Background: an optimization exercise with open tools, aiming at small area. Do not read the settings as production practice.
Where RTL was checked, it was by simulation tests only, not by an equivalence proof against the original.
Power figures rest on the tool's default switching activity, not on a simulated workload.

==> run a: inputs <==
==> flow/design.v <==
`default_nettype none
package adc_cfg_pkg;
  localparam int SAMPLE_W          = 8;   
  localparam int NUM_CH            = 4;   
  localparam int SAMPLES_PER_FRAME = 4;   
  localparam int SLOT_W            = 2;   
  localparam int FIFO_DEPTH = 8;                     
  localparam int FIFO_AW    = $clog2(FIFO_DEPTH);    
  localparam int FIFO_CNT_W = FIFO_AW + 1;           
  localparam bit EXTRA_REG = 1'b1;
endpackage
`default_nettype wire
`default_nettype none
package adc_frame_pkg;
  localparam int FRM_SAMPLE_W = 8;
  localparam int FRM_SAMPLES  = 4;
  typedef logic [FRM_SAMPLE_W-1:0] sample_t;
  typedef struct packed {
    sample_t di_d;
    sample_t di;
    sample_t dq_d;
    sample_t dq;
  } lane_word_t;
  typedef logic [FRM_SAMPLES-1:0][FRM_SAMPLE_W-1:0] channel_frame_t;
  typedef struct packed {
    channel_frame_t di_d;
    channel_frame_t di;
    channel_frame_t dq_d;
    channel_frame_t dq;
  } sample_frame_t;
  typedef struct packed {
    logic [FRM_SAMPLES-1:0] sync;         
    logic [1:0]                   outofrange;   
  } frame_status_t;
  typedef struct packed {
    frame_status_t status;
    sample_frame_t samples;
  } adc_frame_t;
endpackage
`default_nettype wire
`timescale 1ns/1ps
`default_nettype none
module adc_capture_top (
  input  logic         adc_clk,
  input  logic         dcm_reset,
  input  logic [31:0]  lane,
  input  logic         sync,
  input  logic         overrange,
  input  logic         out_ready,
  output logic [133:0] out_frame,
  output logic         out_valid,
  output logic         overflow
);
  logic [33:0] d1, d2, d3, d4;
  always_ff @(posedge adc_clk) begin
    d1 <= {sync, overrange, lane};
    d2 <= d1;
    d3 <= d2;
    d4 <= d3;
  end
  logic [133:0] wdata;
  assign wdata = {d1[33], d2[33], d3[33], d4[33],
                  d1[32] | d2[32], d3[32] | d4[32],
                  d1[31:24], d2[31:24], d3[31:24], d4[31:24],
                  d1[23:16], d2[23:16], d3[23:16], d4[23:16],
                  d1[15:8],  d2[15:8],  d3[15:8],  d4[15:8],
                  d1[7:0],   d2[7:0],   d3[7:0],   d4[7:0]};
  logic [1:0] slot;
  logic       frame_done;   
  logic       wr_valid;     
  always_ff @(posedge adc_clk) begin
    if (dcm_reset) begin
      slot       <= '0;
      frame_done <= 1'b0;
      wr_valid   <= 1'b0;
    end else begin
      slot       <= slot + 1'b1;
      frame_done <= (slot == 2'd3);
      wr_valid   <= frame_done;
    end
  end
  logic [5:0][133:0] mem;
  logic [133:0] next_q;     
  logic         next_v;
  logic [5:0]   wr_sel;     
  logic [5:0]   rd_sel;     
  logic [3:0]   count;      
  logic         full;
  logic         pop;
  logic         we;         
  logic         store;      
  logic         load;       
  logic         mem_has;    
  logic         fetch;      
  logic [133:0] rd_data;
  assign full    = count[3];
  assign pop     = out_valid & out_ready;
  assign we      = frame_done & ~(full & ~pop);
  assign store   = wr_valid & ~full;
  assign load    = (count > {3'b000, out_valid}) & (~out_valid | pop);
  assign mem_has = (count + {3'b000, store}) > ({3'b000, out_valid} + {3'b000, next_v});
  assign fetch   = mem_has & (~next_v | load);
  logic [5:0] wr_en;      
  logic [5:0] wr_hold;
  assign wr_en   = {6{we}} & wr_sel;
  always_comb begin
    for (int i = 0; i < 6; i++) begin
      wr_hold[i] = ~we | |(wr_sel & ~(6'd1 << i));
    end
  end
  always_comb begin
    rd_data = {134{~fetch}} & next_q;           
    for (int i = 0; i < 6; i++) begin
      rd_data = rd_data | ({134{fetch & rd_sel[i]}} & mem[i]);
    end
  end
  always_ff @(posedge adc_clk) begin
    for (int i = 0; i < 6; i++) begin
      mem[i] <= ({134{wr_en[i]}} & wdata) | ({134{wr_hold[i]}} & mem[i]);
    end
    next_q    <= rd_data;
    out_frame <= ({134{load}} & next_q) | ({134{out_valid & ~pop}} & out_frame);
  end
  always_ff @(posedge adc_clk) begin
    if (dcm_reset) begin
      wr_sel    <= 6'd1;
      rd_sel    <= 6'd1;
      next_v    <= 1'b0;
      count     <= '0;
      out_valid <= 1'b0;
      overflow  <= 1'b0;
    end else begin
      if (we) begin
        wr_sel <= {wr_sel[4:0], wr_sel[5]};
      end
      if (fetch) begin
        rd_sel <= {rd_sel[4:0], rd_sel[5]};
      end
      next_v <= fetch | (next_v & ~load);
      count  <= count + {3'b000, store} - {3'b000, pop};
      if (load) begin
        out_valid <= 1'b1;
      end else if (pop) begin
        out_valid <= 1'b0;
      end
      if (wr_valid & full) begin
        overflow <= 1'b1;
      end
    end
  end
endmodule
`default_nettype wire
==> flow/flow/run.sh <==
#!/bin/bash
# Synthesis: the standard flow's synthesis script, except that ABC maps the logic with the area
# script flow/area.abc (registers, their names and cell types are as in the standard
# synthesis). Layout: the standard ORFS flow with buf_1 port buffers, no large signal
# buffers for the resizer, and a clock tree of clkbuf_8 over 16-sink clusters without
# dummy loads.
set -euo pipefail
cd "$(dirname "$0")/.."
W=$PWD
{
  head -n 1 synth_recipe.tcl
  cat <<'TCL'
proc abc {args} {
  set i [lsearch -exact $args -script]
  if {$i >= 0} { set args [lreplace $args [expr {$i + 1}] [expr {$i + 1}] $::env(MY_ABC_SCRIPT)] }
  yosys abc {*}$args
}
TCL
  tail -n +2 synth_recipe.tcl
} > my_synth.tcl
MY_ABC_SCRIPT=$W/flow/area.abc bash standard.sh "SYNTH_SCRIPT=$W/my_synth.tcl" synth > flow_synth.log 2>&1
MY_ABC_SCRIPT=$W/flow/area.abc bash standard.sh "SYNTH_SCRIPT=$W/my_synth.tcl" \
  "DONT_USE_CELLS=sky130_fd_sc_hd__probe_p_8 sky130_fd_sc_hd__probec_p_8 sky130_fd_sc_hd__lpflow_bleeder_1 sky130_fd_sc_hd__lpflow_clkbufkapwr_1 sky130_fd_sc_hd__lpflow_clkbufkapwr_16 sky130_fd_sc_hd__lpflow_clkbufkapwr_2 sky130_fd_sc_hd__lpflow_clkbufkapwr_4 sky130_fd_sc_hd__lpflow_clkbufkapwr_8 sky130_fd_sc_hd__lpflow_clkinvkapwr_1 sky130_fd_sc_hd__lpflow_clkinvkapwr_16 sky130_fd_sc_hd__lpflow_clkinvkapwr_2 sky130_fd_sc_hd__lpflow_clkinvkapwr_4 sky130_fd_sc_hd__lpflow_clkinvkapwr_8 sky130_fd_sc_hd__lpflow_decapkapwr_12 sky130_fd_sc_hd__lpflow_decapkapwr_3 sky130_fd_sc_hd__lpflow_decapkapwr_4 sky130_fd_sc_hd__lpflow_decapkapwr_6 sky130_fd_sc_hd__lpflow_decapkapwr_8 sky130_fd_sc_hd__lpflow_inputiso0n_1 sky130_fd_sc_hd__lpflow_inputiso0p_1 sky130_fd_sc_hd__lpflow_inputiso1n_1 sky130_fd_sc_hd__lpflow_inputiso1p_1 sky130_fd_sc_hd__lpflow_inputisolatch_1 sky130_fd_sc_hd__lpflow_isobufsrc_1 sky130_fd_sc_hd__lpflow_isobufsrc_16 sky130_fd_sc_hd__lpflow_isobufsrc_2 sky130_fd_sc_hd__lpflow_isobufsrc_4 sky130_fd_sc_hd__lpflow_isobufsrc_8 sky130_fd_sc_hd__lpflow_isobufsrckapwr_16 sky130_fd_sc_hd__lpflow_lsbuf_lh_hl_isowell_tap_1 sky130_fd_sc_hd__lpflow_lsbuf_lh_hl_isowell_tap_2 sky130_fd_sc_hd__lpflow_lsbuf_lh_hl_isowell_tap_4 sky130_fd_sc_hd__lpflow_lsbuf_lh_isowell_4 sky130_fd_sc_hd__lpflow_lsbuf_lh_isowell_tap_1 sky130_fd_sc_hd__lpflow_lsbuf_lh_isowell_tap_2 sky130_fd_sc_hd__lpflow_lsbuf_lh_isowell_tap_4  sky130_fd_sc_hd__buf_8 sky130_fd_sc_hd__buf_12 sky130_fd_sc_hd__buf_16" \
  "BUFFER_PORTS_ARGS=-buffer_cell sky130_fd_sc_hd__buf_1" \
  "CTS_ARGS=-sink_clustering_enable -repair_clock_nets -sink_clustering_size 16 -sink_clustering_max_diameter 60 -dont_use_dummy_load -buf_list sky130_fd_sc_hd__clkbuf_8" \
  finish > flow_layout.log 2>&1
==> flow/flow/area.abc <==
strash
dch
&get -n
&nf -R 1000
&put
topo
==> flow/standard.sh <==
#!/bin/bash
# synth_recipe.tcl (not shown) runs the flow's synth.tcl, then flattens the netlist and writes it again
# the make line also repeats each setting of config.mk as NAME=value (left out here)
make -C /OpenROAD-flow-scripts/flow DESIGN_CONFIG=/design/flow/config.mk WORK_HOME=/design/flow/orfs CLKGATE_MAP_FILE= SYNTH_SCRIPT=/design/flow/synth_recipe.tcl "${@:-finish}"
==> flow/config.mk <==
export PLATFORM = sky130hd
export DESIGN_NAME = adc_capture_top
export DESIGN_NICKNAME = adc_capture_top
export VERILOG_FILES = /design/flow/design.v
export SDC_FILE = /design/flow/constraint.sdc
export NUM_CORES = 4
export LEC_CHECK = 0
export CAP_MARGIN = 20
export CORE_MARGIN = 2
export CORE_UTILIZATION = 50
export PLACE_DENSITY = 0.7
export SLEW_MARGIN = 20
==> flow/constraint.sdc <==
create_clock -name core_clock -period 5.0 [get_ports {adc_clk}]
set_input_delay 1.0000 -clock core_clock [delete_from_list [all_inputs] [get_ports {adc_clk}]]
set_output_delay 1.0000 -clock core_clock [all_outputs]
set_load 0.01 [all_outputs]
==> run b (differences from run a) <==
--- a/flow/design.v
+++ b/flow/design.v
@@ -79,65 +79,48 @@
       wr_valid   <= frame_done;
     end
   end
-  logic [5:0][133:0] mem;
-  logic [133:0] next_q;     
-  logic         next_v;
-  logic [5:0]   wr_sel;     
-  logic [5:0]   rd_sel;     
+  logic [133:0] mem [0:7];
+  logic [2:0]   wr_ptr;
+  logic [2:0]   rd_ptr;
   logic [3:0]   count;      
   logic         full;
   logic         pop;
   logic         we;         
   logic         store;      
-  logic         load;       
-  logic         mem_has;    
-  logic         fetch;      
-  logic [133:0] rd_data;
-  assign full    = count[3];
-  assign pop     = out_valid & out_ready;
-  assign we      = frame_done & ~(full & ~pop);
-  assign store   = wr_valid & ~full;
-  assign load    = (count > {3'b000, out_valid}) & (~out_valid | pop);
-  assign mem_has = (count + {3'b000, store}) > ({3'b000, out_valid} + {3'b000, next_v});
-  assign fetch   = mem_has & (~next_v | load);
-  logic [5:0] wr_en;      
-  logic [5:0] wr_hold;
-  assign wr_en   = {6{we}} & wr_sel;
-  always_comb begin
-    for (int i = 0; i < 6; i++) begin
-      wr_hold[i] = ~we | |(wr_sel & ~(6'd1 << i));
+  logic         load;
+  assign full  = count[3];
+  assign pop   = out_valid & out_ready;
+  assign we    = frame_done & ~(full & ~pop);
+  assign store = wr_valid & ~full;
+  assign load  = (count > {3'b000, out_valid}) & (~out_valid | pop);
+  always_ff @(posedge adc_clk) begin
+    if (we) begin
+      mem[wr_ptr] <= wdata;
     end
   end
+  logic [7:0] rd_sel;
   always_comb begin
-    rd_data = {134{~fetch}} & next_q;           
-    for (int i = 0; i < 6; i++) begin
-      rd_data = rd_data | ({134{fetch & rd_sel[i]}} & mem[i]);
+    out_frame = '0;
+    for (int i = 0; i < 8; i++) begin
+      rd_sel[i] = (rd_ptr == 3'(i));
+      out_frame = out_frame | ({134{rd_sel[i]}} & mem[i]);
     end
   end
   always_ff @(posedge adc_clk) begin
-    for (int i = 0; i < 6; i++) begin
-      mem[i] <= ({134{wr_en[i]}} & wdata) | ({134{wr_hold[i]}} & mem[i]);
-    end
-    next_q    <= rd_data;
-    out_frame <= ({134{load}} & next_q) | ({134{out_valid & ~pop}} & out_frame);
-  end
-  always_ff @(posedge adc_clk) begin
     if (dcm_reset) begin
-      wr_sel    <= 6'd1;
-      rd_sel    <= 6'd1;
-      next_v    <= 1'b0;
+      wr_ptr    <= '0;
+      rd_ptr    <= '0;
       count     <= '0;
       out_valid <= 1'b0;
       overflow  <= 1'b0;
     end else begin
       if (we) begin
-        wr_sel <= {wr_sel[4:0], wr_sel[5]};
+        wr_ptr <= wr_ptr + 1'b1;
       end
-      if (fetch) begin
-        rd_sel <= {rd_sel[4:0], rd_sel[5]};
+      if (pop) begin
+        rd_ptr <= rd_ptr + 1'b1;
       end
-      next_v <= fetch | (next_v & ~load);
-      count  <= count + {3'b000, store} - {3'b000, pop};
+      count <= count + {3'b000, store} - {3'b000, pop};
       if (load) begin
         out_valid <= 1'b1;
       end else if (pop) begin
==> flow/run.sh (new file) <==
#!/bin/bash
# synth_recipe.tcl (not shown) runs the flow's synth.tcl, then flattens the netlist and writes it again
# the make line also repeats each setting of config.mk as NAME=value (left out here)
make -C /OpenROAD-flow-scripts/flow DESIGN_CONFIG=/design/flow/config.mk WORK_HOME=/design/flow/orfs CLKGATE_MAP_FILE= SYNTH_SCRIPT=/design/flow/synth_recipe.tcl finish
- CORE_UTILIZATION: 50 -> 40
- PLACE_DENSITY: 0.7 -> 0.6
removed: flow/flow/run.sh
removed: flow/flow/area.abc
removed: flow/standard.sh
==> run c (differences from run a) <==
--- a/flow/design.v
+++ b/flow/design.v
@@ -79,7 +79,7 @@
       wr_valid   <= frame_done;
     end
   end
-  logic [5:0][133:0] mem;
+  logic [133:0] mem [0:5];
   logic [133:0] next_q;     
   logic         next_v;
   logic [5:0]   wr_sel;     
@@ -100,26 +100,24 @@
   assign load    = (count > {3'b000, out_valid}) & (~out_valid | pop);
   assign mem_has = (count + {3'b000, store}) > ({3'b000, out_valid} + {3'b000, next_v});
   assign fetch   = mem_has & (~next_v | load);
-  logic [5:0] wr_en;      
-  logic [5:0] wr_hold;
-  assign wr_en   = {6{we}} & wr_sel;
   always_comb begin
+    rd_data = '0;
     for (int i = 0; i < 6; i++) begin
-      wr_hold[i] = ~we | |(wr_sel & ~(6'd1 << i));
-    end
-  end
-  always_comb begin
-    rd_data = {134{~fetch}} & next_q;           
-    for (int i = 0; i < 6; i++) begin
-      rd_data = rd_data | ({134{fetch & rd_sel[i]}} & mem[i]);
+      rd_data = rd_data | ({134{rd_sel[i]}} & mem[i]);
     end
   end
   always_ff @(posedge adc_clk) begin
     for (int i = 0; i < 6; i++) begin
-      mem[i] <= ({134{wr_en[i]}} & wdata) | ({134{wr_hold[i]}} & mem[i]);
+      if (we && wr_sel[i]) begin
+        mem[i] <= wdata;
+      end
     end
-    next_q    <= rd_data;
-    out_frame <= ({134{load}} & next_q) | ({134{out_valid & ~pop}} & out_frame);
+    if (fetch) begin
+      next_q <= rd_data;
+    end
+    if (load) begin
+      out_frame <= next_q;
+    end
   end
   always_ff @(posedge adc_clk) begin
     if (dcm_reset) begin
==> flow/flow/run.sh (replaced) <==
#!/bin/bash
# The standard synthesis unchanged, then the standard ORFS layout with smaller port
# buffers, a clock tree of clkbuf_8 over larger sink clusters without dummy loads, and
# no large signal buffers for the resizer.
set -euo pipefail
cd "$(dirname "$0")/.."
bash standard.sh synth > flow_synth.log 2>&1
bash standard.sh \
  "DONT_USE_CELLS=sky130_fd_sc_hd__probe_p_8 sky130_fd_sc_hd__probec_p_8 sky130_fd_sc_hd__lpflow_bleeder_1 sky130_fd_sc_hd__lpflow_clkbufkapwr_1 sky130_fd_sc_hd__lpflow_clkbufkapwr_16 sky130_fd_sc_hd__lpflow_clkbufkapwr_2 sky130_fd_sc_hd__lpflow_clkbufkapwr_4 sky130_fd_sc_hd__lpflow_clkbufkapwr_8 sky130_fd_sc_hd__lpflow_clkinvkapwr_1 sky130_fd_sc_hd__lpflow_clkinvkapwr_16 sky130_fd_sc_hd__lpflow_clkinvkapwr_2 sky130_fd_sc_hd__lpflow_clkinvkapwr_4 sky130_fd_sc_hd__lpflow_clkinvkapwr_8 sky130_fd_sc_hd__lpflow_decapkapwr_12 sky130_fd_sc_hd__lpflow_decapkapwr_3 sky130_fd_sc_hd__lpflow_decapkapwr_4 sky130_fd_sc_hd__lpflow_decapkapwr_6 sky130_fd_sc_hd__lpflow_decapkapwr_8 sky130_fd_sc_hd__lpflow_inputiso0n_1 sky130_fd_sc_hd__lpflow_inputiso0p_1 sky130_fd_sc_hd__lpflow_inputiso1n_1 sky130_fd_sc_hd__lpflow_inputiso1p_1 sky130_fd_sc_hd__lpflow_inputisolatch_1 sky130_fd_sc_hd__lpflow_isobufsrc_1 sky130_fd_sc_hd__lpflow_isobufsrc_16 sky130_fd_sc_hd__lpflow_isobufsrc_2 sky130_fd_sc_hd__lpflow_isobufsrc_4 sky130_fd_sc_hd__lpflow_isobufsrc_8 sky130_fd_sc_hd__lpflow_isobufsrckapwr_16 sky130_fd_sc_hd__lpflow_lsbuf_lh_hl_isowell_tap_1 sky130_fd_sc_hd__lpflow_lsbuf_lh_hl_isowell_tap_2 sky130_fd_sc_hd__lpflow_lsbuf_lh_hl_isowell_tap_4 sky130_fd_sc_hd__lpflow_lsbuf_lh_isowell_4 sky130_fd_sc_hd__lpflow_lsbuf_lh_isowell_tap_1 sky130_fd_sc_hd__lpflow_lsbuf_lh_isowell_tap_2 sky130_fd_sc_hd__lpflow_lsbuf_lh_isowell_tap_4  sky130_fd_sc_hd__buf_8 sky130_fd_sc_hd__buf_12 sky130_fd_sc_hd__buf_16" \
  "BUFFER_PORTS_ARGS=-buffer_cell sky130_fd_sc_hd__buf_1" \
  "CTS_ARGS=-sink_clustering_enable -repair_clock_nets -sink_clustering_size 16 -sink_clustering_max_diameter 60 -dont_use_dummy_load -buf_list sky130_fd_sc_hd__clkbuf_8" \
  finish > flow_layout.log 2>&1
removed: flow/flow/area.abc
==> run summary <==
The flip-flop and latch area is 24600 sq um. The design internal power came out at 14800 uW. The finished cells cover 41400 sq um. The number of antenna violations at the first check in global routing was 1. Of all nets on the critical path, the largest fanout is 23. In this run, the combinational gates consume 23.1% of the power.

The critical path ends at next_q[52]. Of the total power, registers draw 56.1%. Area share of the largest cell type after synthesis: 65.7%.

The layout has 10 inverters outside the clock class. Entering global routing, the biggest net connects 45 pins. The detailed router finished its first iteration with 3510 violations. The run finished with no timing, DRC or antenna violations.

The tools report the number of warnings printed during yosys synthesis as 1. The worst-margin pin slew came out at 1.04 ns.
That was run a.
==> run summary <==
The run finished with no timing, DRC or antenna violations. Non-clock inverters in the final layout number 6. Along the worst path, the maximum fanout reaches 23. The share of total power in combinational logic is 16.2%. Following the worst setup path forward leads to its endpoint at next_q[103].

After routing the design area is 43300 sq um. Counting plain and timing-repair buffers in the layout gives 248. The number of DRC markers in iteration 0 was 1820; the design internal power was 15900 uW. For the setup slack at placement, the log shows 1.48 ns.

The logs give 76 for the largest net degree at the start of global routing and 35400 sq um for the flip-flop and latch area. The run gives 3 as the number of antenna violations at the first check in global routing. During synthesis, Yosys emitted a total of 2 warnings.

For the detailed-route DRC error count, the log shows 0. The clock root buffer was sky130_fd_sc_hd__clkbuf_8. The latest clock arrival within the worst-skew pair was 0.70 ns. The final number of hold-violating endpoints came out at 0. The synthesized netlist devotes 0.281% of its cell area to adder and majority cells.
That was run c.
==> run summary <==
Maximum fanout count along the critical path: 40. Clock root buffer: sky130_fd_sc_hd__clkbuf_16. For the share of total power in combinational logic, the log shows 12.8%. Once layout is done, the placed cells without fillers occupy 49900 sq um. For the sequential power share, the log shows 48.1%. The flow ran to the end and the layout has no timing, DRC or antenna violations. The worst-margin pin slew is 0.951 ns. The number of hold-repair buffers added at the cts stage came out at 0. For the number of antenna violations at the first check in global routing, the log shows 0.

The critical path ends at out_frame[6]. Registers take 35200 sq um. Entering global routing, the biggest net connects 131 pins.

Internal power comes to 18000 uW. The number of DRC markers in iteration 0 is 2802, and the layout inverter count without the clock tree is 13. The tools report the number of warnings printed during yosys synthesis as 1.
That was run b.
The RTL of run b was laid out without a check of its function.

-- afterwards: timing with drivers on the ports --
The results above use ideal ports. As a check the final layouts listed here were re-extracted and re-timed, cells and wires unchanged. Step 1 assumes that a clkbuf_16 drives the clock port and a buf_2 every other input. Step 2 adds t to the input delays and takes it off the output delays; t is the mean of the earliest and latest rising clock arrival at the registers after step 1. Input paths then give back, and output paths get back, about the clock's delay inside the block. Three values: ideal, step 1, step 2; two values: the first two.
run	t (ns)	slack for setup (ns)	hold WS [ns]	worst data-port slew with drivers (ns)
run a	0.770	0.897 / 0.897 / 0.897	0.343 / 0.307 / 0.356	0.04
run b	0.758	0.182 / 0.118 / 0.876	0.342 / 0.342 / 0.342	0.08
run c	0.716	1.454 / 1.454 / 1.454	0.281 / 0.281 / 0.281	0.05
After both steps every run listed still meets setup and hold.
